What follows belongs to an exercise in optimizing a design on an open flow for small area, a short achievable clock period and few clock cycles per item; a production flow would make more cautious choices. At most, simulation tests tie the RTL to the original design; equivalence was not proved. For run 3, only the layout was checked, not whether the RTL still works. Power figures rest on the tool's default switching activity, not on a simulated workload.

### flow/flow/run.sh
#!/bin/bash
# Standard layout, with plain buffers on the ports instead of the
# delay-cell buffers that buffer_ports picks on its own.
set -euo pipefail
export BUFFER_PORTS_ARGS="-buffer_cell sky130_fd_sc_hd__buf_1"
bash standard.sh > standard_flow.log 2>&1
### flow/standard.sh
#!/bin/bash
# synth_recipe.tcl (not shown) runs the flow's synth.tcl, then flattens the netlist and writes it again
# the make line also repeats each setting of config.mk as NAME=value (left out here)
make -C /OpenROAD-flow-scripts/flow DESIGN_CONFIG=/design/flow/config.mk WORK_HOME=/design/flow/orfs CLKGATE_MAP_FILE= SYNTH_SCRIPT=/design/flow/synth_recipe.tcl "${@:-finish}"
### flow/config.mk
export PLATFORM = sky130hd
export DESIGN_NAME = occupancy_box_and_mask_pack
export DESIGN_NICKNAME = occupancy_box_and_mask_pack
export VERILOG_FILES = /design/flow/design.v
export SDC_FILE = /design/flow/constraint.sdc
export NUM_CORES = 4
export LEC_CHECK = 0
export CAP_MARGIN = 20
export CORE_MARGIN = 2
export CORE_UTILIZATION = 55
export CTS_BUF_LIST = sky130_fd_sc_hd__clkbuf_8
export SETUP_SLACK_MARGIN = 3.2
export SLEW_MARGIN = 20
export TNS_END_PERCENT = 5
### flow/constraint.sdc
create_clock -name core_clock -period 4.5 [get_ports {i_clk}]
set_input_delay 0.9000 -clock core_clock [delete_from_list [all_inputs] [get_ports {i_clk}]]
set_output_delay 0.9000 -clock core_clock [all_outputs]
set_load 0.01 [all_outputs]
### flow/design.v
`default_nettype none
package obpk_pkg;
    localparam int MAP_W         = 64;
    localparam int ROW_STRIDE    = 8;
    localparam int GRID_SIDE_DEF = 8;
    localparam int TYPE_W  = 16;
    localparam int POS_W   = 3;
    localparam int SPAN_W  = 4;
    localparam int OFF_W   = 6;
    localparam int AREA_W  = 7;
    localparam int BYTES_W = 9;
    localparam logic [TYPE_W-1:0] NO_FLOAT_TYPE = 16'd2;
    function automatic logic [2:0] first_set(input logic [7:0] v);
        logic [3:0] nib;
        logic [1:0] pair;
        first_set[2] = ~|v[3:0];
        nib          = first_set[2] ? v[7:4] : v[3:0];
        first_set[1] = ~|nib[1:0];
        pair         = first_set[1] ? nib[3:2] : nib[1:0];
        first_set[0] = ~pair[0];
        if (v == 8'd0) first_set = 3'd0;
    endfunction
    function automatic logic [2:0] last_set(input logic [7:0] v);
        logic [3:0] nib;
        logic [1:0] pair;
        last_set[2] = |v[7:4];
        nib         = last_set[2] ? v[7:4] : v[3:0];
        last_set[1] = |nib[3:2];
        pair        = last_set[1] ? nib[3:2] : nib[1:0];
        last_set[0] = pair[1];
    endfunction
    function automatic logic [3:0] span(input logic [2:0] lo, input logic [2:0] hi);
        span = '0;
        for (int i = 0; i < 8; i++) begin
            for (int j = i; j < 8; j++) begin
                if (lo == 3'(i) && hi == 3'(j)) span = span | 4'(j - i + 1);
            end
        end
    endfunction
    function automatic logic [8:0] heightmap_bytes(input logic [8:1] w_hot,
                                                    input logic [8:1] h_hot,
                                                    input logic       depth_only);
        heightmap_bytes = '0;
        for (int i = 1; i <= 8; i++) begin
            for (int j = 1; j <= 8; j++) begin
                if (w_hot[i] && h_hot[j]) begin
                    heightmap_bytes = heightmap_bytes
                        | (depth_only ? 9'((i + 1) * (j + 1)) : 9'((i + 1) * (j + 1) * 5));
                end
            end
        end
    endfunction
    function automatic logic [3:0] width_of(input logic [8:1] w_hot);
        width_of = '0;
        for (int i = 1; i <= 8; i++) begin
            if (w_hot[i]) width_of = width_of | 4'(i);
        end
    endfunction
    function automatic logic [8:1] width_hot(input logic [2:0] lo, input logic [2:0] hi,
                                             input logic any);
        width_hot = '0;
        for (int i = 0; i < 8; i++) begin
            for (int j = i; j < 8; j++) begin
                if (any && lo == 3'(i) && hi == 3'(j)) width_hot[j - i + 1] = 1'b1;
            end
        end
    endfunction
endpackage
`default_nettype wire
`default_nettype none
module obpk_pack (
    input  wire logic [obpk_pkg::MAP_W-1:0]   i_aligned,
    input  wire logic [8:1]                   i_sel,
    output logic      [obpk_pkg::MAP_W-1:0]   o_packed
);
    logic [8:1][obpk_pkg::MAP_W-1:0] at_width;
    for (genvar k = 1; k <= 8; k++) begin : g_w
        for (genvar r = 0; r < 8; r++) begin : g_row
            assign at_width[k][r*k +: k] = i_aligned[r*8 +: k];
        end
        if (k < 8) begin : g_pad
            assign at_width[k][obpk_pkg::MAP_W-1:8*k] = '0;
        end
    end
    always_comb begin
        o_packed = '0;
        for (int k = 1; k <= 8; k++) begin
            if (i_sel[k]) begin
                o_packed = o_packed | at_width[k];
            end
        end
    end
endmodule
`default_nettype wire
`default_nettype none
module occupancy_box_and_mask_pack (
    input  wire logic                                i_clk,
    input  wire logic                                i_rst_n,
    input  wire logic                                start,
    output logic                                     busy,
    input  wire logic [obpk_pkg::MAP_W-1:0]          i_occupancy,
    input  wire logic [obpk_pkg::TYPE_W-1:0]         i_liquid_type,
    output logic                                     o_strobe,
    output logic      [obpk_pkg::POS_W-1:0]          o_box_x,
    output logic      [obpk_pkg::POS_W-1:0]          o_box_z,
    output logic      [obpk_pkg::SPAN_W-1:0]         o_box_width,
    output logic      [obpk_pkg::SPAN_W-1:0]         o_box_height,
    output logic                                     o_all_filled,
    output logic                                     o_grid_empty,
    output logic                                     o_mask_present,
    output logic      [obpk_pkg::MAP_W-1:0]          o_packed_mask,
    output logic      [obpk_pkg::BYTES_W-1:0]        o_heightmap_bytes
);
    logic [7:0]                     n_rows;
    logic [7:0]                     n_cols;
    logic [obpk_pkg::POS_W-1:0]     n_lo_z;
    logic                           r1_vld;
    logic [obpk_pkg::MAP_W-1:0]     r1_map;
    logic [obpk_pkg::POS_W-1:0]     r1_lo_x;
    logic [obpk_pkg::POS_W-1:0]     r1_lo_z;
    logic [obpk_pkg::POS_W-1:0]     r1_hi_x;
    logic [obpk_pkg::POS_W-1:0]     r1_hi_z;
    logic                           r1_any;
    logic                           r1_full;
    logic                           r1_depth_only;
    logic [obpk_pkg::MAP_W-1:0]     zmap;
    logic [obpk_pkg::MAP_W-1:0]     xmap;
    logic                           r2_vld;
    logic [obpk_pkg::MAP_W-1:0]     r2_map;
    logic [obpk_pkg::POS_W-1:0]     r2_lo_x;
    logic [obpk_pkg::POS_W-1:0]     r2_lo_z;
    logic [8:1]                     r2_sel;      
    logic [8:1]                     r2_h_hot;
    logic                           r2_full;
    logic                           r2_depth_only;
    logic [8:1]                     w_hot;
    logic [obpk_pkg::MAP_W-1:0]     aligned;
    logic [obpk_pkg::MAP_W-1:0]     packed_mask;
    assign busy = 1'b0;
    for (genvar z = 0; z < 8; z++) begin : g_row
        assign n_rows[z] = |i_occupancy[z*8 +: 8];
    end
    assign n_cols = i_occupancy[7:0]   | i_occupancy[15:8]  | i_occupancy[23:16]
                  | i_occupancy[31:24] | i_occupancy[39:32] | i_occupancy[47:40]
                  | i_occupancy[55:48] | i_occupancy[63:56];
    assign n_lo_z = obpk_pkg::first_set(n_rows);
    always_ff @(posedge i_clk) begin
        if (!i_rst_n) begin
            r1_vld <= 1'b0;
        end else begin
            r1_vld <= start;
        end
        r1_map        <= n_lo_z[2] ? {32'd0, i_occupancy[63:32]} : i_occupancy;
        r1_lo_x       <= obpk_pkg::first_set(n_cols);
        r1_lo_z       <= n_lo_z;
        r1_hi_x       <= obpk_pkg::last_set(n_cols);
        r1_hi_z       <= obpk_pkg::last_set(n_rows);
        r1_any        <= |n_rows;
        r1_full       <= &i_occupancy;
        r1_depth_only <= (i_liquid_type == obpk_pkg::NO_FLOAT_TYPE);
    end
    assign zmap = r1_map >> {r1_lo_z[1:0], 3'b000};
    for (genvar r = 0; r < 8; r++) begin : g_xrow
        assign xmap[r*8 +: 8] = zmap[r*8 +: 8] >> {r1_lo_x[2], 2'b00};
        assign aligned[r*8 +: 8] = r2_map[r*8 +: 8] >> r2_lo_x[1:0];
    end
    always_ff @(posedge i_clk) begin
        if (!i_rst_n) begin
            r2_vld <= 1'b0;
        end else begin
            r2_vld <= r1_vld;
        end
        r2_map        <= xmap;
        r2_lo_x       <= r1_lo_x;
        r2_lo_z       <= r1_lo_z;
        r2_sel        <= obpk_pkg::width_hot(r1_lo_x, r1_hi_x, r1_any & ~r1_full);
        r2_h_hot      <= obpk_pkg::width_hot(r1_lo_z, r1_hi_z, r1_any);
        r2_full       <= r1_full;
        r2_depth_only <= r1_depth_only;
    end
    obpk_pack u_pack (
        .i_aligned (aligned),
        .i_sel     (r2_sel),
        .o_packed  (packed_mask)
    );
    assign w_hot = {r2_sel[8] | r2_full, r2_sel[7:1]};
    always_ff @(posedge i_clk) begin
        if (!i_rst_n) begin
            o_strobe <= 1'b0;
        end else begin
            o_strobe <= r2_vld;
        end
        o_box_x           <= r2_lo_x;
        o_box_z           <= r2_lo_z;
        o_box_width       <= obpk_pkg::width_of(w_hot);
        o_box_height      <= obpk_pkg::width_of(r2_h_hot);
        o_all_filled      <= r2_full;
        o_grid_empty      <= ~|r2_h_hot;
        o_mask_present    <= |r2_sel;
        o_packed_mask     <= packed_mask;
        o_heightmap_bytes <= obpk_pkg::heightmap_bytes(w_hot, r2_h_hot, r2_depth_only);
    end
endmodule
`default_nettype wire
==> results of run 1 <==
metal layers:
layer | share of wire | wire [um]
met5 | 0 | 0
met4 | 0.040 | 1540
met3 | 0.094 | 3640
met2 | 0.45 | 17500
met1 | 0.42 | 16200
registers in the layout, indices dropped and copies added, names as in the netlist, 3 cells and up:
name and cells:
o_box_width 4, r1_lo_z 3, o_box_x 3, r2_h_hot 8, r1_hi_x 3, o_packed_mask 64, r1_map 64, o_box_height 4
r2_lo_x 3, r2_lo_z 3, o_box_z 3, o_heightmap_bytes 9, r1_hi_z 3, r1_lo_x 3, r2_sel 8, r2_map 64
cells in the mapped netlist (all sizes together), types with 4 or more instances:
cell type	number	area, um^2
dfxtp	260	5200
mux2i	85	851
nor2	85	319
nand2	76	285
clkbuf	68	255
a22oi	61	458
a21oi	56	280
nor2b	49	307
o21ai	37	185
nor4	36	255
a21o	34	255
a222oi	34	340
buf	33	191
mux4	33	743
nand3	31	155
nand4	27	169
mux2	20	225
and2	19	119
inv	16	60.1
a211oi	15	113
nand2b	14	87.6
or4	13	97.6
a22o	12	105
nor3	12	60.1
o2bb2ai	8	70.1
o22ai	7	43.8
or2	7	43.8
a211o	6	52.6
a221o	6	60.1
a221oi	5	43.8
and3	4	25.0
o31ai	4	30.0
xor2	4	35.0
metrics by stage:
| stage | instances | cell area [um^2] | power (W) | utilization | hold WS, ns |
|---|---|---|---|---|---|
| 3_5_place_dp | 1580 | 12600 | 0.00286 | 0.595 | 0.312 |
| 4_1_cts | 1684 | 13900 | 0.00476 | 0.655 | 0.322 |
| 3_3_place_gp | 1580 | 12600 | 0.00286 | 0.595 | 0.310 |
| 2_1_floorplan | 1221 | 11900 | 0.00269 | - | 0.310 |
| 5_1_grt | 1711 | 14500 | 0.00494 | 0.684 | 0.327 |
| 6_report | 1711 | 14500 | 0.00476 | 0.684 | 0.321 |
logic make-up after synthesis:
family	after synthesis	synth area share
AOI/OAI and AO/OA	314	0.193
xor gates and xnor gates	5	0.00368
buffers and inverters	117	0.0426
DFF	260	0.437
muxes	138	0.153
other	1	0.000315
and+or+nand+nor	386	0.170
path summary, 6_finish.rpt:
check / from / cells after the start / slack [ns] / endpoint
hold / removal: r2_lo_x[2]$_DFF_P_ / 0 / 0.32 / o_box_x[2]$_DFF_P_
setup / recovery: i_occupancy[42] / 6 / 2.29 / r1_lo_z[1]$_SDFF_PN0_
hold reg to reg: r2_lo_x[2]$_DFF_P_ / 0 / 0.32 / o_box_x[2]$_DFF_P_
setup reg to reg: r2_sel[5]$_SDFF_PP1_ / 5 / 2.36 / o_packed_mask[0]$_DFF_P_
where the power goes:
group	internal [W]	total, W	switching [W]
clock	0.000985	0.00191	0.000925
sequential	0.00240	0.00247	0.0000647
combinational	0.000154	0.000386	0.000232
total	0.00354	0.00476	0.00122
what timing repair did:
item,CTS,global route
setup buffers,22,21
setup endpoints to repair,318,321
pin swaps,5,17
gates resized for setup,26,92
hold endpoints to repair,0,0
gates cloned,4,6
final cells by class:
class                      instances  share of cell area
multi-input combinational        844               0.445
sequential                       260               0.361
timing repair buffer             238               0.111
clock buffer                      48              0.0457
tap                              275              0.0238
clock inverter                    30             0.00995
inverter                          16             0.00415
==> impl_metrics.ini, run 1 <==
[outcome]
outcome = complete, no violations

[timing]
fmax_mhz = 453
slew_viol_final = 0
rsz0062_at_grt = yes
max_slew_margin = 0.278
skew_ns = 0.0243
hold_viol = 0
setup_ws_ns = 2.29
period_share = 0.490
period_needed_ns = 2.21
fin_setup_tns_ns = 0
setup_violations = 0
worst-slew-pin-transition_ns = 1.08

[logic_synthesis]
synthArstFlopShare = 0
synth_flop_cell = dfxtp_1
ys_types = 65
ys_warn_count = 2
ys_seq_area_frac = 0.437
syn_area_per_cell_um2 = 9.75
ys_ff_latch = 260
syn-cell-area_um2 = 11900
synth_cells = 1221
syn_nets = 1304
synth-edff-count = 0

[final_layout]
layout-drive-gt1-share = 0.174
final_common_cell = dfxtp_1
syn_to_final_growth_pct = 21.5
nets = 1485
multiInputGateArea_um2 = 6430
antennaDiodeCount = 0
fillCellCount = 1712
regArea_um2 = 5220
layout_common_cells = dfxtp_1, buf_1, nor2_1, mux2i_1, nand2_1

[min_path]
hold_path_class = reg2reg

[global_route]
grt_pass1_vias = 9842
grt_max_degree = 82
met1_usage = 0.448
grt.busiest_layer = met2
gr-usage-all-layers = 0.319
grt_overflow = 0
antenna_found_initial = 0
use_met2 = 0.483
grt_pass1_wl_mm = 56.5
met3_usage = 0.0630

[cts]
cts_buffers = 42
cts.clk_slew.worst_paths_ns = 0.06
cts_tree = done
cts_root_buf = clkbuf_8
cts.sinks = 260
h-tree-depth = 2
hold_buffers = 0
cts_buffer_depth = 3
clk-insertion-delay-late_ns = 0.56

[setup_path]
critPathSlowestCell = or4_4
crit_path_cell_trace = buf_1 > or4_4 > nor4_4 > buf_4 > or2b_1 > a211oi_2
start_kind = primary input
critPathCaptureType = flip-flop
arrival_ns = 2.65
crit_buf_inv = 2
path_max_fanout = 5
cpPeakStageDelay_ns = 0.51
crit_required_ns = 4.94
crit_type = in2reg
cpLargestDelayFamily = simple AND/OR/NAND/NOR gates

[routing]
viasPerCell = 6.41
drtPass1Iterations = 8
vias = 11000
postRouteAntennaNets = 0
drcViolationCount = 0
drt-initial-drc-count = 1197
wl_per_cell_um = 22.7
routed_wl_mm = 38.9

[pwr]
ir_worst_vdd_uv = 287
p_per_area_nw_per_um2 = 329
p_leak_nw = 5.53

[floorplan]
chipWidth_um = 151
rows = 53
start_util = 0.563
core-area_um2 = 21200
die_height_um = 151
num_io_pins = 175
dieArea_um2 = 22800

[run]
maxCapViolations = 0

[placed_design]
port_buffers = 173
place_hpwl_mm = 24.7
gp_congestion = 0.988
post-place-ws_ns = 1.39
Testbench counts, summed over its fixed seeds: cycles 16,024, items 16,000.
==> run 2: changes to the inputs <==
--- a/flow/config.mk
+++ b/flow/config.mk
@@ -11,3 +11,3 @@
 export CTS_BUF_LIST = sky130_fd_sc_hd__clkbuf_8
-export SETUP_SLACK_MARGIN = 3.2
+export SETUP_SLACK_MARGIN = 2.6
 export SLEW_MARGIN = 20
==> run 2 against run 1 <==
Still clean on timing, DRC and antenna. Sequential share of layout area increased by 1.4 points. Global-route usage decreased by 0.90 points. Wire length decreased by 5.6%. Design area decreased by 3.7%. Critical path depth increased by 1. Cell count decreased by 1.5%. Count of clock-buffer cells in the layout unchanged. Clock power about the same. Largest cell class unchanged.
==> impl_metrics.ini, run 2 <==
[timing]
hold_viol = 0
fin_setup_tns_ns = 0
skew_ns = 0.0216
rsz0062_at_grt = yes
fmax_mhz = 459
period_needed_ns = 2.18
setup_ws_ns = 2.32
setup_violations = 0
max_slew_margin = 0.278
period_share = 0.484
slew_viol_final = 0
worst-slew-pin-transition_ns = 1.08

[logic_synthesis]
syn-cell-area_um2 = 11900
ys_ff_latch = 260
syn_area_per_cell_um2 = 9.75
synthTopCellsByCount = dfxtp_1, mux2i_1, nor2_1, nand2_1, clkbuf_1
synth_top_area_frac = 0.437
synth_area_leaders = dfxtp_1, mux2i_1, mux4_2
syn_nets = 1304
synth_flop_cell = dfxtp_1
ys_warn_count = 2
ys_types = 65
synth_top_cell_by_area = dfxtp_1
ys_seq_area_frac = 0.437
yosysMostFrequentCell = dfxtp_1
synthArstFlopShare = 0
synth_cells = 1221
synth-edff-count = 0

[final_layout]
antennaDiodeCount = 0
layoutNonFillerInstCount = 1685
layout-drive-gt1-share = 0.148
syn_to_final_growth_pct = 17.0
final_common_cell = dfxtp_1
layout_common_cells = dfxtp_1, buf_1, nor2_1, mux2i_1, nand2_1
reg.largest.list = o_packed_mask (64), r1_map (64), r2_map (64)
final_cell_area_um2 = 13900
nets = 1459

[setup_path]
rrSetupSlack_ns = 2.36
reg2reg_depth = 5
start_kind = primary input
crit_buf_inv = 3
crit_path_cell_trace = clkbuf_2 > or4_4 > nor4_4 > a2111oi_4 > buf_6 > clkbuf_16 > a21o_1
cpPeakStageDelay_ns = 0.59
reg2reg_to = o_packed_mask[0]$_DFF_P_
cpLargestDelayFamily = simple AND/OR/NAND/NOR gates
crit_type = in2reg
r2r_start = r2_sel[5]$_SDFF_PP1_
arrival_ns = 2.61
critPathSlowestCell = or4_4
path_max_fanout = 5
crit_required_ns = 4.93
critPathCaptureType = flip-flop

[min_path]
hold_path_class = reg2reg
holdPathStages = 0
holdCritStartpoint = r2_lo_x[2]$_DFF_P_
hold_end = o_box_x[2]$_DFF_P_

[global_route]
gr-usage-all-layers = 0.310
grt_pass1_vias = 9630
grt_overflow = 0
antenna_found_initial = 0
grt_max_degree = 82
grt_pass1_wl_mm = 55.1

[pwr]
power_frac_seq = 0.519
ir_worst_vdd_uv = 278
p_per_area_nw_per_um2 = 341
total_power_w = 0.00474
swShare = 0.254
intPower_w = 0.00354
p_clk_frac = 0.401
switching_power_w = 0.00121
p_comb_frac = 0.080
p_leak_nw = 5.29

[routing]
drt-initial-drc-count = 1143
postRouteAntennaNets = 0
viasPerCell = 6.31
routed_wl_mm = 36.7
drtPass1Iterations = 8
drcViolationCount = 0
wl_per_cell_um = 21.8
vias = 10600

[cts]
cts.clk_slew.worst_paths_ns = 0.06
h-tree-depth = 2
cts_buffers = 42
cts_tree = done
cts_root_buf = clkbuf_8
cts_buffer_depth = 3
hold_buffers = 0
cts.sinks = 260
clk-insertion-delay-late_ns = 0.56

[placed_design]
post-place-ws_ns = 1.39
gp_congestion = 0.988
port_buffers = 173
dp.cells = 1580
place_hpwl_mm = 24.7
dpl-instance-area_um2 = 12600

[outcome]
outcome = complete, no violations

[floorplan]
chipWidth_um = 151
num_io_pins = 175
dieArea_um2 = 22800
rows = 53
start_util = 0.563
core-area_um2 = 21200
die_height_um = 151

[run]
maxCapViolations = 0
==> run 2: cell counts after synthesis <==
No cell type changed its count.
==> run 2: metrics by stage <==
step,hold slack (ns),util
floorplan,0.310,-
global placement,0.310,0.595
detailed placement,0.312,0.595
CTS,0.322,0.645
global route,0.327,0.658
finish,0.320,0.658
==> run 2: how the worst max path moves through the flow <==
stage | startpoint | endpoint | slack, ns | cells after the start
floorplan | i_occupancy[58] | r1_map[10]$_DFF_P_ | 1.96 | 6
global placement | i_occupancy[49] | r1_map[31]$_DFF_P_ | 1.38 | 6
detailed placement | i_occupancy[49] | r1_map[19]$_DFF_P_ | 1.39 | 6
CTS | i_occupancy[48] | r1_map[19]$_DFF_P_ | 2.34 | 7
global route | i_occupancy[63] | r1_map[19]$_DFF_P_ | 2.31 | 8
finish | i_occupancy[37] | r1_map[19]$_DFF_P_ | 2.32 | 7
==> run 2: cell type report <==
cell class / count / area, um^2
clock inverters: 30 / 144
clock buffers: 48 / 661
inverters: 16 / 60.1
multi-input cells: 844 / 6330
fillers: 1803 / 7230
repair buffers: 212 / 1160
well taps: 275 / 344
flip-flops and latches: 260 / 5220
==> run 2: power groups by stage <==
stage	Sequential, W	Clock [W]	Combinational [W]
2_1_floorplan	0.00251	0	0.000181
3_3_place_gp	0.00251	0	0.000348
3_5_place_dp	0.00251	0	0.000349
4_1_cts	0.00246	0.00194	0.000355
5_1_grt	0.00247	0.00205	0.000407
6_report	0.00246	0.00190	0.000377
==> run 2: what timing repair did <==
item / CTS / global route
pin swaps: 4 / 14
endpoints found under the setup margin: 270 / 262
setup buffers: 16 / 7
resized for setup: 23 / 60
cloned: 0 / 4
==> run 2: layer usage <==
metal | vias up | wire (um) | track usage
met4 | 0 | 1120 | 0.118
met3 | 76 | 3380 | 0.0672
li1 | 4953 | - | -
met5 | - | 0 | 0
met1 | 4954 | 15900 | 0.440
met2 | 649 | 16300 | 0.463
==> run 2: worst reg2reg max path, cell delays in order (launching register included) <==
cell	delay, ns
dfxtp_1	0.32
buf_12	0.18
or4_1	0.57
or2_2	0.33
or4_4	0.44
a21boi_0	0.17
==> run 2: cells by family after synthesis <==
kind of cell    synth area share
simple gates               0.170
xor+xnor                 0.00368
mux                        0.153
compound gates             0.193
buf+inv                   0.0426
flops                      0.437
other cells             0.000315
==> run 3: changes to the inputs <==
--- a/flow/design.v
+++ b/flow/design.v
@@ -163,4 +163,4 @@
     for (genvar r = 0; r < 8; r++) begin : g_xrow
-        assign xmap[r*8 +: 8] = zmap[r*8 +: 8] >> {r1_lo_x[2], 2'b00};
-        assign aligned[r*8 +: 8] = r2_map[r*8 +: 8] >> r2_lo_x[1:0];
+        assign xmap[r*8 +: 8] = zmap[r*8 +: 8] >> {r1_lo_x[2:1], 1'b0};
+        assign aligned[r*8 +: 8] = r2_map[r*8 +: 8] >> r2_lo_x[0];
     end
==> run 3 against run 2 <==
Critical path depth down 3. Cell count down 0.18%. First-iteration DRC count down 3.5%. Design area up 1.3%. Utilization down 0.56 points. Register-to-register slack worse by 0.06 ns. Sequential share of layout area down 0.49 points. Sequential cell count unchanged. Critical path type is now reg2reg. Critical endpoint is now o_heightmap_bytes[3]$_SDFF_PP1_. Largest cell class unchanged.
==> impl_metrics.ini, run 3 <==
[outcome]
outcome = complete, no violations

[min_path]
hold_path_class = reg2reg

[logic_synthesis]
synth_area_leaders = dfxtp_1, mux4_2, a22oi_1
ys_seq_area_frac = 0.434
ys_ff_latch = 260
ys_types = 65
yosysMostFrequentCell = dfxtp_1
syn-cell-area_um2 = 12000
synthTopCellsByCount = dfxtp_1, nand2_1, a22oi_1, clkbuf_1, mux2i_1
synth_top_area_frac = 0.434
synth_top_cell_by_area = dfxtp_1
synth_cells = 1223
synth-edff-count = 0
synth_flop_cell = dfxtp_1
syn_nets = 1306
synthArstFlopShare = 0
syn_area_per_cell_um2 = 9.82
ys_warn_count = 2

[placed_design]
port_buffers = 173
dp.cells = 1587
gp_congestion = 0.999
post-place-ws_ns = 1.40
place_hpwl_mm = 25.1

[final_layout]
layout-drive-gt1-share = 0.178
utilization = 0.653
final_common_cell = dfxtp_1
nets = 1455
syn_to_final_growth_pct = 17.5
reg.largest.list = o_packed_mask (64), r1_map (64), r2_map (64)
antennaDiodeCount = 0
layout_common_cells = dfxtp_1, buf_1, nand2_1, a22oi_1, clkbuf_8
layoutNonFillerInstCount = 1682

[timing]
rsz0062_at_grt = yes
setup_ws_ns = 2.30
max_slew_margin = 0.241
worst-slew-pin-transition_ns = 1.14
period_needed_ns = 2.20
hold_viol = 0
fin_setup_tns_ns = 0
slew_viol_final = 0
setup_violations = 0
skew_ns = 0.0264
period_share = 0.489
fmax_mhz = 454

[routing]
drtPass1Iterations = 7
vias = 10700
routed_wl_mm = 37.2
viasPerCell = 6.36
postRouteAntennaNets = 0
drt-initial-drc-count = 1103
wl_per_cell_um = 22.1
drcViolationCount = 0

[cts]
clk-insertion-delay-late_ns = 0.56
h-tree-depth = 2
cts_root_buf = clkbuf_8
cts_buffers = 41
cts.sinks = 260
cts_tree = done
cts.clk_slew.worst_paths_ns = 0.06
cts_buffer_depth = 3

[setup_path]
path_max_fanout = 32
critPathSlowestCell = dfxtp_1
critPathCaptureType = flip-flop
crit_path_cell_trace = a222oi_1 > nand2_1 > nor4_1 > nand3_1
cpPeakStageDelay_ns = 0.68
crit_type = reg2reg
start_kind = flip-flop
crit_required_ns = 4.90
arrival_ns = 2.60

[floorplan]
dieArea_um2 = 23000
chipWidth_um = 152
start_util = 0.555
die_height_um = 152
core-area_um2 = 21600
num_io_pins = 175
rows = 54

[global_route]
grt_overflow = 0
met3_usage = 0.0494
met1_usage = 0.452
grt.busiest_layer = met2
antenna_found_initial = 0
grt_max_degree = 64
gr-usage-all-layers = 0.313
grt_pass1_wl_mm = 55.5
grt_pass1_vias = 9573
use_met2 = 0.456

[pwr]
total_power_w = 0.00484
ir_worst_vdd_uv = 248
p_per_area_nw_per_um2 = 343
p_leak_nw = 5.39

[run]
maxCapViolations = 0
## run 3: cell types whose count changed in the layout (fill, tap and decap cells not counted), moves of 8 or more
| cell | previous run | this run |
|---|---|---|
| mux2_2 | 20 | 51 |
| nor2_1 | 85 | 49 |
| mux2i_1 | 83 | 52 |
| and2_1 | 19 | 37 |
| nand2b_1 | 14 | 6 |
| nand2_1 | 76 | 101 |
| inv_1 | 34 | 24 |
| o21ai_0 | 37 | 47 |
| a21oi_1 | 56 | 21 |
| a31oi_1 | 2 | 12 |
| a22oi_1 | 61 | 88 |
## run 3: area by class of cell
class / instances / area [um^2]
Multi-Input combinational cell: 846 / 6460
Timing Repair Buffer: 208 / 1180
Tap cell: 280 / 350
Fill cell: 1821 / 7510
Sequential cell: 260 / 5230
Clock inverter: 19 / 96.3
Clock buffer: 54 / 743
Inverter: 15 / 56.3
## run 3: logic make-up after synthesis
| group | after synthesis | share of synthesized area |
|---|---|---|
| and+or+nand+nor | 399 | 0.178 |
| AOI/OAI and AO/OA | 304 | 0.186 |
| other | 1 | 0.000312 |
| buffers and inverters | 117 | 0.0412 |
| muxes | 139 | 0.159 |
| DFF | 260 | 0.434 |
| xor gates and xnor gates | 3 | 0.00219 |
## run 3: repair_timing
action,4_1_cts,5_1_grt
gates resized for setup,49,41
endpoints found under the setup margin,271,243
setup buffers,9,6
hold endpoints to repair,0,0
hold buffers,0,0
gates cloned,3,4
pin swaps,6,8
## run 3: where the power goes
group          leakage, nW  switching (W)  internal, W
sequential            2.17      0.0000589      0.00240
clock                0.469       0.000914      0.00108
combinational         2.75       0.000224     0.000163
total                 5.39        0.00120      0.00364
## run 3: critical path, delay by kind of cell, from the launching register on
family          cells  cell delay [ns]
simple gates        3             0.80
flops               1             0.68
compound gates      1             0.57
## run 3: metrics by stage
| step | cell area [um^2] | hold slack (ns) |
|---|---|---|
| after detailed placement | 12700 | 0.312 |
| final | 14100 | 0.318 |
| after CTS | 13800 | 0.317 |
| after global routing | 14100 | 0.340 |
| after global placement | 12700 | 0.311 |
| after floorplan | 12000 | 0.310 |
## run 3: worst paths after layout
kind | to | cells after the start | startpoint | slack [ns]
hold / removal | o_box_z[1]$_DFF_P_ | 0 | r2_lo_z[1]$_DFF_P_ | 0.32
setup / recovery | o_heightmap_bytes[3]$_SDFF_PP1_ | 4 | r2_sel[2]$_SDFF_PP1_ | 2.30
hold reg to reg | o_box_z[1]$_DFF_P_ | 0 | r2_lo_z[1]$_DFF_P_ | 0.32
setup reg to reg | o_heightmap_bytes[3]$_SDFF_PP1_ | 4 | r2_sel[2]$_SDFF_PP1_ | 2.30
## run 3: metal layers
| metal | up-vias | share of wire |
|---|---|---|
| met1 | 5024 | 0.43 |
| met4 | 0 | 0.039 |
| li1 | 4953 | - |
| met5 | - | 0 |
| met2 | 635 | 0.44 |
| met3 | 89 | 0.087 |
==> run 4: changes to the inputs <==
--- a/flow/design.v
+++ b/flow/design.v
@@ -115,3 +115,2 @@
     logic [7:0]                     n_cols;
-    logic [obpk_pkg::POS_W-1:0]     n_lo_z;
     logic                           r1_vld;
@@ -145,3 +144,2 @@
                   | i_occupancy[55:48] | i_occupancy[63:56];
-    assign n_lo_z = obpk_pkg::first_set(n_rows);
     always_ff @(posedge i_clk) begin
@@ -152,5 +150,5 @@
         end
-        r1_map        <= n_lo_z[2] ? {32'd0, i_occupancy[63:32]} : i_occupancy;
+        r1_map        <= i_occupancy;
         r1_lo_x       <= obpk_pkg::first_set(n_cols);
-        r1_lo_z       <= n_lo_z;
+        r1_lo_z       <= obpk_pkg::first_set(n_rows);
         r1_hi_x       <= obpk_pkg::last_set(n_cols);
@@ -161,6 +159,6 @@
     end
-    assign zmap = r1_map >> {r1_lo_z[1:0], 3'b000};
+    assign zmap = r1_map >> {r1_lo_z, 3'b000};
     for (genvar r = 0; r < 8; r++) begin : g_xrow
-        assign xmap[r*8 +: 8] = zmap[r*8 +: 8] >> {r1_lo_x[2:1], 1'b0};
-        assign aligned[r*8 +: 8] = r2_map[r*8 +: 8] >> r2_lo_x[0];
+        assign xmap[r*8 +: 8] = zmap[r*8 +: 8] >> {r1_lo_x[2], 2'b00};
+        assign aligned[r*8 +: 8] = r2_map[r*8 +: 8] >> r2_lo_x[1:0];
     end
--- a/flow/config.mk
+++ b/flow/config.mk
@@ -11,3 +11,3 @@
 export CTS_BUF_LIST = sky130_fd_sc_hd__clkbuf_8
-export SETUP_SLACK_MARGIN = 2.6
+export SETUP_SLACK_MARGIN = 2.9
 export SLEW_MARGIN = 20
==> run 4 against run 3 <==
Sequential share of layout area fell by 2.6 points. Synthesized cell count fell by 0.25%. Global-route usage increased by 1.9 points. Setup slack improved by 0.28 ns. Clock power about the same. Fmax rose by 14%. Worst hold slack better by 0.0015 ns. Combinational power grew 1%. Sequential cell count stayed put. First-iteration DRC count up 15%. Synthesized area rose by 0.10%. Non-clock buffer count rose by 47.
==> impl_metrics.ini, run 4 <==
[timing]
period_share = 0.427
fin_setup_tns_ns = 0
skew_ns = 0.0309
setup_violations = 0
worst-slew-pin-transition_ns = 0.971
period_needed_ns = 1.92
max_slew_margin = 0.350
slew_viol_final = 0
rsz0062_at_grt = yes
fmax_mhz = 520
hold_viol = 0
setup_ws_ns = 2.58

[routing]
viasPerCell = 6.56
drcViolationCount = 0
vias = 11300
drt-initial-drc-count = 1268
wl_per_cell_um = 23.5
drtPass1Iterations = 7
postRouteAntennaNets = 0
routed_wl_mm = 40.5

[global_route]
grt_pass1_wl_mm = 61.1
grt_max_degree = 52
grt_overflow = 0
grt_pass1_vias = 10300
antenna_found_initial = 0
gr-usage-all-layers = 0.332

[floorplan]
rows = 54
chipWidth_um = 152
start_util = 0.556
num_io_pins = 175
dieArea_um2 = 23100
die_height_um = 152
core-area_um2 = 21600

[placed_design]
place_hpwl_mm = 25.7
port_buffers = 173
gp_congestion = 0.923
dpl-instance-area_um2 = 12700
post-place-ws_ns = 1.86

[logic_synthesis]
synthTopCellsByCount = dfxtp_1, mux2i_1, nand2_1, clkbuf_1, nor2_1
yosysMostFrequentCell = dfxtp_1
ys_ff_latch = 260
synth_top_area_frac = 0.433
synth_top_cell_by_area = dfxtp_1
synth-edff-count = 0
ys_warn_count = 2
syn_area_per_cell_um2 = 9.85
synth_flop_cell = dfxtp_1
ys_types = 65
synth_cells = 1220
synthArstFlopShare = 0
syn-cell-area_um2 = 12000
synth_area_leaders = dfxtp_1, mux2i_1, mux4_2
ys_seq_area_frac = 0.433
syn_nets = 1303

[cts]
clk-insertion-delay-late_ns = 0.56
cts_buffers = 40
cts.sinks = 260
cts_tree = done
cts_buffer_depth = 3
cts.clk_slew.worst_paths_ns = 0.06
cts_root_buf = clkbuf_8
h-tree-depth = 2

[setup_path]
critPathCaptureType = flip-flop
rrSetupSlack_ns = 2.59
crit_type = in2reg
reg2reg_to = o_packed_mask[0]$_DFF_P_
r2r_start = r2_sel[7]$_SDFF_PP1_
reg2reg_depth = 5
arrival_ns = 2.35
path_max_fanout = 4
crit_required_ns = 4.92
start_kind = primary input

[final_layout]
regArea_um2 = 5260
nets = 1495
layout-drive-gt1-share = 0.245
final_cell_area_um2 = 15300
antennaDiodeCount = 0
layout_common_cells = dfxtp_1, buf_1, nand2_1, mux2i_1, nor2_1
final_common_cell = dfxtp_1
fillCellCount = 1685
syn_to_final_growth_pct = 27.3
multiInputGateArea_um2 = 6860
reg.largest.list = o_packed_mask (64), r1_map (64), r2_map (64)

[min_path]
holdPathStages = 0
holdCritStartpoint = r2_lo_x[2]$_DFF_P_
hold_end = o_box_x[2]$_DFF_P_
hold_path_class = reg2reg

[pwr]
total_power_w = 0.00488
p_leak_nw = 5.74
p_per_area_nw_per_um2 = 319
ir_worst_vdd_uv = 254

[outcome]
outcome = complete, no violations

[run]
maxCapViolations = 0
-- run 4: cell types whose count changed after synthesis, sizes merged, moves of 18 or more --
| cell | delta |
|---|---|
| nor2 | +23 |
| a22oi | -25 |
| a21oi | +18 |
| nor2b | -33 |
| a21o | -31 |
| mux2i | +68 |
| mux2 | -46 |
-- run 4: area by class of cell --
cell class,count,share of cell area
Multi-Input combinational cell,837,0.448
Sequential cell,260,0.344
Timing Repair Buffer,255,0.125
Clock buffer,51,0.0459
Tap cell,280,0.0229
Clock inverter,19,0.00924
Inverter,18,0.00491
-- run 4: through the flow --
step	instances	utilization	hold slack [ns]
floorplan	1220	-	0.310
global placement	1579	0.586	0.310
detailed placement	1579	0.586	0.315
CTS	1702	0.675	0.324
global route	1720	0.708	0.329
finish	1720	0.708	0.319
-- run 4: how the worst max path moves through the flow --
| stage | start | to | slack, ns | depth (start not counted) |
|---|---|---|---|---|
| 4_1_cts | r2_sel[6]$_SDFF_PP1_ | o_packed_mask[0]$_DFF_P_ | 2.55 | 5 |
| 5_1_grt | r2_lo_x[0]$_DFF_P_ | o_packed_mask[19]$_DFF_P_ | 2.50 | 5 |
| 3_3_place_gp | r1_lo_z[0]$_SDFF_PN0_ | r2_map[0]$_DFF_P_ | 1.86 | 5 |
| 6_report | i_occupancy[53] | r1_lo_x[2]$_SDFF_PN0_ | 2.58 | 5 |
| 3_5_place_dp | r1_lo_z[0]$_SDFF_PN0_ | r2_map[0]$_DFF_P_ | 1.86 | 5 |
| 2_1_floorplan | i_occupancy[33] | r1_any$_DFF_P_ | 2.32 | 3 |
-- run 4: logic make-up (layout without fill, tap and decap cells) --
kind of cell,Yosys count,after routing,synth area share
AO/OA/AOI/OAI,286,286,0.171
XOR/XNOR,6,6,0.00437
buffers and inverters,123,343,0.0455
flip-flops,260,260,0.433
multiplexers,168,168,0.185
other,1,1,0.000312
AND/OR/NAND/NOR,376,376,0.161
-- run 4: critical path, cell delays in order --
cell	delay [ns]
buf_1	0.16
nor4_2	0.52
nand2_1	0.19
or3_4	0.43
and2_1	0.14
-- run 4: layer usage --
layer,global-route usage,part of all wire,vias to the layer above
li1,-,-,5071
met1,0.449,0.41,5283
met2,0.517,0.45,793
met3,0.0599,0.093,142
met4,0.163,0.055,0
met5,0,0,-
-- run 4: what timing repair did --
| item | 4_1_cts | 5_1_grt |
|---|---|---|
| endpoints found under the setup margin | 249 | 233 |
| pin swaps | 12 | 38 |
| resized for setup | 70 | 176 |
| hold buffers | 0 | 0 |
| cloned | 11 | 2 |
| setup buffers | 42 | 16 |
-- run 4: power by group --
part           total [W]  switching [W]  internal [W]
clock network    0.00202       0.000888       0.00114
logic           0.000392       0.000231      0.000161
registers        0.00247      0.0000714       0.00240
Testbench counts of run 4, summed over its fixed seeds: cycles 16,024, items 16,000.
==> run 5: changes to the inputs <==
--- a/flow/config.mk
+++ b/flow/config.mk
@@ -11,3 +11,3 @@
 export CTS_BUF_LIST = sky130_fd_sc_hd__clkbuf_8
-export SETUP_SLACK_MARGIN = 2.9
+export SETUP_SLACK_MARGIN = 2.6
 export SLEW_MARGIN = 20
==> run 5 against run 4 <==
Still clean on timing, DRC and antenna. Via count decreased by 5.4%. Worst hold slack improved by 0.0064 ns. Global-route usage fell by 1.9 points. Fmax down 6.1%. Clock power shrank 3%. Sequential cell count did not move. Combinational power fell by 11%. Cell count fell by 3.4%. Largest cell class unchanged. Largest power group unchanged.
==> impl_metrics.ini, run 5 <==
[timing]
skew_ns = 0.0236
fin_setup_tns_ns = 0
period_share = 0.455
worst-slew-pin-transition_ns = 0.947
period_needed_ns = 2.05
setup_ws_ns = 2.45
max_slew_margin = 0.351
rsz0062_at_grt = yes
hold_viol = 0
setup_violations = 0
fmax_mhz = 488
slew_viol_final = 0

[pwr]
total_power_w = 0.00477
p_leak_nw = 5.03
p_per_area_nw_per_um2 = 344
ir_worst_vdd_uv = 259

[setup_path]
crit_buf_inv = 0
cpPeakStageDelay_ns = 0.52
critPathSlowestCell = dfxtp_1
reg2reg_to = o_heightmap_bytes[3]$_SDFF_PP1_
cpLargestDelayFamily = compound AO/OA/AOI/OAI gates
rrSetupSlack_ns = 2.45
start_kind = flip-flop
arrival_ns = 2.43
critPathCaptureType = flip-flop
reg2reg_depth = 4
path_max_fanout = 14
r2r_start = r2_full$_DFF_P_
crit_path_cell_trace = nor3_2 > o21ai_0 > a2111oi_1 > o2111ai_1
crit_required_ns = 4.88
crit_type = reg2reg

[floorplan]
dieArea_um2 = 23100
die_height_um = 152
chipWidth_um = 152
rows = 54
start_util = 0.556
core-area_um2 = 21600
num_io_pins = 175

[routing]
drt-initial-drc-count = 1064
wl_per_cell_um = 22.3
drtPass1Iterations = 8
vias = 10700
routed_wl_mm = 37.1
postRouteAntennaNets = 0
drcViolationCount = 0
viasPerCell = 6.43

[min_path]
holdCritStartpoint = r1_depth_only$_DFF_P_
holdPathStages = 0
hold_end = r2_depth_only$_DFF_P_
hold_path_class = reg2reg

[logic_synthesis]
synthTopCellsByCount = dfxtp_1, mux2i_1, nand2_1, clkbuf_1, nor2_1
syn-cell-area_um2 = 12000
synth_cells = 1220
syn_nets = 1303
synthArstFlopShare = 0
synth_top_cell_by_area = dfxtp_1
synth-edff-count = 0
ys_warn_count = 2
synth_top_area_frac = 0.433
ys_ff_latch = 260
synth_flop_cell = dfxtp_1
yosysMostFrequentCell = dfxtp_1
synth_area_leaders = dfxtp_1, mux2i_1, mux4_2
syn_area_per_cell_um2 = 9.85
ys_types = 65
ys_seq_area_frac = 0.433

[final_layout]
syn_to_final_growth_pct = 15.4
antennaDiodeCount = 0
layout_common_cells = dfxtp_1, buf_1, mux2i_1, nand2_1, nor2_1
final_common_cell = dfxtp_1
reg.largest.list = o_packed_mask (64), r1_map (64), r2_map (64)
layoutNonFillerInstCount = 1662
nets = 1436
fillCellCount = 1837
layout-drive-gt1-share = 0.122

[cts]
cts.clk_slew.worst_paths_ns = 0.06
hold_buffers = 0
cts_tree = done
clk-insertion-delay-late_ns = 0.55
cts_buffer_depth = 3
cts_root_buf = clkbuf_8
cts_buffers = 40
cts.sinks = 260
h-tree-depth = 2

[global_route]
grt_pass1_vias = 10100
grt_pass1_wl_mm = 58.2
grt_max_degree = 54
gr-usage-all-layers = 0.312
antenna_found_initial = 0
grt_overflow = 0

[placed_design]
post-place-ws_ns = 1.82
place_hpwl_mm = 25.7
dp.cells = 1578
gp_congestion = 0.932
port_buffers = 173

[run]
maxCapViolations = 0

[outcome]
outcome = complete, no violations
[run 5: area by class of cell]
| cell class | count | area, um^2 | area share |
|---|---|---|---|
| Sequential cell | 260 | 5230 | 0.377 |
| Multi-Input combinational cell | 837 | 6400 | 0.462 |
| Clock inverter | 21 | 125 | 0.00902 |
| Timing Repair Buffer | 196 | 1000 | 0.0722 |
| Inverter | 18 | 67.6 | 0.00487 |
| Tap cell | 280 | 350 | 0.0253 |
| Clock buffer | 50 | 688 | 0.0496 |
[run 5: where the power goes]
group          internal, W  switching (W)  total [W]
combinational     0.000132       0.000214   0.000347
clock              0.00106       0.000890    0.00195
sequential         0.00240      0.0000663    0.00247
total              0.00360        0.00117    0.00477
[run 5: routing by layer]
metal	track usage	wire, um
met5	0	0
met4	0.152	1760
met1	0.441	16000
met3	0.0550	3200
met2	0.466	16200
[run 5: how the worst max path moves through the flow]
stage	slack [ns]	from	endpoint	cells past startpoint
after floorplan	2.32	i_occupancy[33]	r1_any$_DFF_P_	3
after CTS	2.50	r2_sel[6]$_SDFF_PP1_	o_packed_mask[0]$_DFF_P_	5
after global placement	1.89	i_occupancy[45]	r1_lo_x[2]$_SDFF_PN0_	5
final	2.45	r2_full$_DFF_P_	o_heightmap_bytes[3]$_SDFF_PP1_	4
after detailed placement	1.82	i_occupancy[45]	r1_lo_x[2]$_SDFF_PN0_	5
after global routing	2.38	r2_depth_only$_DFF_P_	o_heightmap_bytes[3]$_SDFF_PP1_	4
[run 5: kinds of logic (layout without fill, tap and decap cells)]
| family | after synthesis | after routing | share of synthesized area |
|---|---|---|---|
| and+or+nand+nor | 376 | 376 | 0.161 |
| AOI/OAI and AO/OA | 286 | 286 | 0.171 |
| DFF | 260 | 260 | 0.433 |
| muxes | 168 | 168 | 0.185 |
| buffers and inverters | 123 | 285 | 0.0455 |
| xor gates and xnor gates | 6 | 6 | 0.00437 |
| other | 1 | 1 | 0.000312 |
[run 5: through the flow]
| stage | cell area (um^2) | utilization | hold slack, ns |
|---|---|---|---|
| 2_1_floorplan | 12100 | - | 0.310 |
| 3_3_place_gp | 12700 | 0.586 | 0.311 |
| 3_5_place_dp | 12700 | 0.586 | 0.313 |
| 4_1_cts | 13800 | 0.639 | 0.328 |
| 5_1_grt | 13900 | 0.641 | 0.340 |
| 6_report | 13900 | 0.641 | 0.326 |
[run 5: timing repair]
action                                  CTS  global route
setup buffers                            10             1
endpoints found under the hold margin     0             0
gates cloned                              2             0
endpoints found under the setup margin  227           194
pin swaps                                 0             3
resized for setup                        27            12
==> run 6: changes to the inputs <==
--- a/flow/config.mk
+++ b/flow/config.mk
@@ -11,3 +11,3 @@
 export CTS_BUF_LIST = sky130_fd_sc_hd__clkbuf_8
-export SETUP_SLACK_MARGIN = 2.6
+export SETUP_SLACK_MARGIN = 2.4
 export SLEW_MARGIN = 20
==> run 6 against run 5 <==
Still clean. Count of clock-buffer cells in the layout is the same. Utilization fell by 0.54 points. Total power about the same. First-iteration DRC count up 4.4%. Sequential cell count unchanged. Sequential share of layout area increased by 0.26 points. Sequential power about the same. Register-to-register slack worse by 0.11 ns. Worst hold slack about the same. Fmax decreased by 4.9%. Via count about the same. Synthesized cell count unchanged. Largest cell class unchanged.
==> impl_metrics.ini, run 6 <==
[final_layout]
antennaDiodeCount = 0
nets = 1439
layout-drive-gt1-share = 0.118
syn_to_final_growth_pct = 14.4
layoutNonFillerInstCount = 1665
final_common_cell = dfxtp_1
reg.largest.list = o_packed_mask (64), r1_map (64), r2_map (64)
fillCellCount = 1839
utilization = 0.636
layout_common_cells = dfxtp_1, buf_1, mux2i_1, nand2_1, nor2_1
multiInputGateArea_um2 = 6330
regArea_um2 = 5230

[setup_path]
reg2reg_depth = 5
rrSetupSlack_ns = 2.34
arrival_ns = 2.59
crit_type = reg2reg
path_max_fanout = 52
critPathCaptureType = flip-flop
start_kind = flip-flop
r2r_start = r2_sel[6]$_SDFF_PP1_
crit_required_ns = 4.93
reg2reg_to = o_packed_mask[0]$_DFF_P_

[pwr]
p_per_area_nw_per_um2 = 347
p_leak_nw = 4.99
ir_worst_vdd_uv = 259
total_power_w = 0.00477

[timing]
skew_ns = 0.0201
period_needed_ns = 2.16
hold_viol = 0
slew_viol_final = 0
period_share = 0.479
setup_violations = 0
worst-slew-pin-transition_ns = 1.04
max_slew_margin = 0.309
fmax_mhz = 464
rsz0062_at_grt = yes
setup_ws_ns = 2.34
fin_setup_tns_ns = 0

[cts]
cts_buffers = 40
h-tree-depth = 2
cts.clk_slew.worst_paths_ns = 0.06
cts.sinks = 260
cts_root_buf = clkbuf_8
cts_tree = done
cts_buffer_depth = 3
clk-insertion-delay-late_ns = 0.55

[logic_synthesis]
synthTopCellsByCount = dfxtp_1, mux2i_1, nand2_1, clkbuf_1, nor2_1
synth_top_cell_by_area = dfxtp_1
synth_area_leaders = dfxtp_1, mux2i_1, mux4_2
ys_types = 65
syn-cell-area_um2 = 12000
ys_ff_latch = 260
yosysMostFrequentCell = dfxtp_1
syn_nets = 1303
syn_area_per_cell_um2 = 9.85
synth-edff-count = 0
ys_warn_count = 2
ys_seq_area_frac = 0.433
synth_top_area_frac = 0.433
synth_flop_cell = dfxtp_1
synth_cells = 1220
synthArstFlopShare = 0

[routing]
viasPerCell = 6.41
vias = 10700
drtPass1Iterations = 6
routed_wl_mm = 36.8
postRouteAntennaNets = 0
wl_per_cell_um = 22.1
drt-initial-drc-count = 1111
drcViolationCount = 0

[global_route]
use_met2 = 0.447
antenna_found_initial = 0
grt_max_degree = 54
grt_pass1_wl_mm = 57.0
grt_pass1_vias = 9949
grt_overflow = 0
met3_usage = 0.0499
grt.busiest_layer = met2
met1_usage = 0.439
gr-usage-all-layers = 0.305

[placed_design]
port_buffers = 173
place_hpwl_mm = 25.7
post-place-ws_ns = 1.82
dp.cells = 1578
gp_congestion = 0.932

[floorplan]
die_height_um = 152
core-area_um2 = 21600
rows = 54
start_util = 0.556
chipWidth_um = 152
num_io_pins = 175
dieArea_um2 = 23100

[min_path]
holdCritStartpoint = r1_depth_only$_DFF_P_
hold_path_class = reg2reg
holdPathStages = 0
hold_end = r2_depth_only$_DFF_P_

[run]
maxCapViolations = 0

[outcome]
outcome = complete, no violations
run 6: layout make-up:
| cell class | instances | share of cell area |
|---|---|---|
| well taps | 280 | 0.0255 |
| clock buffers | 50 | 0.0501 |
| inverters | 18 | 0.00491 |
| clock inverters | 21 | 0.00910 |
| repair buffers | 199 | 0.0703 |
| multi-input cells | 837 | 0.460 |
| flip-flops and latches | 260 | 0.380 |
run 6: routing by layer:
metal,part of all wire,routed length [um],vias up
met2,0.43,16000,634
met1,0.44,16200,5009
li1,-,-,4936
met5,0,0,-
met4,0.045,1650,0
met3,0.082,3020,101
run 6: through the flow:
stage,cell area (um^2),hold slack (ns)
2_1_floorplan,12100,0.310
3_3_place_gp,12700,0.311
3_5_place_dp,12700,0.313
4_1_cts,13600,0.328
5_1_grt,13700,0.340
6_report,13700,0.326
run 6: repair_timing:
| action | 4_1_cts | 5_1_grt |
|---|---|---|
| buffers inserted | 4 | 12 |
| setup endpoints to repair | 95 | 67 |
| resized for setup | 11 | 4 |
| hold buffers | 0 | 0 |
run 6: worst max-delay path, cell delays in order (launching register included):
cell and delay (ns):
dfxtp_2 0.40, buf_6 0.25, or3_4 0.44, or3_4 0.36, or4_4 0.43, and2_1 0.15
run 6: kinds of logic (layout without fill, tap and decap cells):
group                     Yosys count  count (layout)  share of synthesized area
DFF                               260             260                      0.433
other                               1               1                   0.000312
buffers and inverters             123             288                     0.0455
and+or+nand+nor                   376             376                      0.161
AOI/OAI and AO/OA                 286             286                      0.171
muxes                             168             168                      0.185
xor gates and xnor gates            6               6                    0.00437
run 6: where the power goes:
group          internal, W  switching (W)  leakage, nW  total, W
sequential         0.00240      0.0000661         2.17   0.00247
clock              0.00106       0.000895        0.461   0.00196
combinational     0.000131       0.000211         2.36  0.000343
total              0.00360        0.00117         4.99   0.00477
run 6: how the worst max path moves through the flow:
stage / slack (ns) / end / startpoint
floorplan: 2.32 / r1_any$_DFF_P_ / i_occupancy[33]
global placement: 1.89 / r1_lo_x[2]$_SDFF_PN0_ / i_occupancy[45]
detailed placement: 1.82 / r1_lo_x[2]$_SDFF_PN0_ / i_occupancy[45]
CTS: 2.35 / o_heightmap_bytes[3]$_SDFF_PP1_ / r2_sel[5]$_SDFF_PP1_
global route: 2.28 / o_packed_mask[0]$_DFF_P_ / r2_sel[6]$_SDFF_PP1_
finish: 2.34 / o_packed_mask[0]$_DFF_P_ / r2_sel[6]$_SDFF_PP1_

afterwards: timing with drivers on the ports:
The flow's constraints put no driver on any port. The routed layouts listed below were extracted and timed again, unchanged, in two steps. Step 1: set_driving_cell puts a clkbuf_16 on i_clk and a buf_2 on each other input, an assumption about the parent block. Step 2, shift: input delay + t, output delay - t, t = (earliest + latest rising clock arrival at the registers) / 2. This alone moves slack from input paths to output paths. a / b / c = no drivers / after step 1 / after step 2; a / b = the first two.
run	shift t [ns]	slack for setup (ns)	worst hold slack (ns)	cell pins on the clock port's net
run 1	0.592	2.295 / 2.318 / 1.726	0.321 / 0.321 / 0.321	1
run 2	0.593	2.323 / 2.345 / 1.752	0.320 / 0.320 / 0.320	1
run 3	0.585	2.298 / 2.298 / 1.751	0.318 / 0.318 / 0.318	1
run 4	0.585	2.577 / 2.541 / 2.012	0.319 / 0.319 / 0.319	1
run 5	0.581	2.451 / 2.451 / 1.941	0.326 / 0.326 / 0.326	1
run 6	0.581	2.345 / 2.345 / 1.798	0.326 / 0.326 / 0.326	1
After both steps setup and hold are still met in every run listed. For run 2, which loses most, drivers alone change the setup slack by +0.022 ns; drivers and shift together by -0.571 ns.
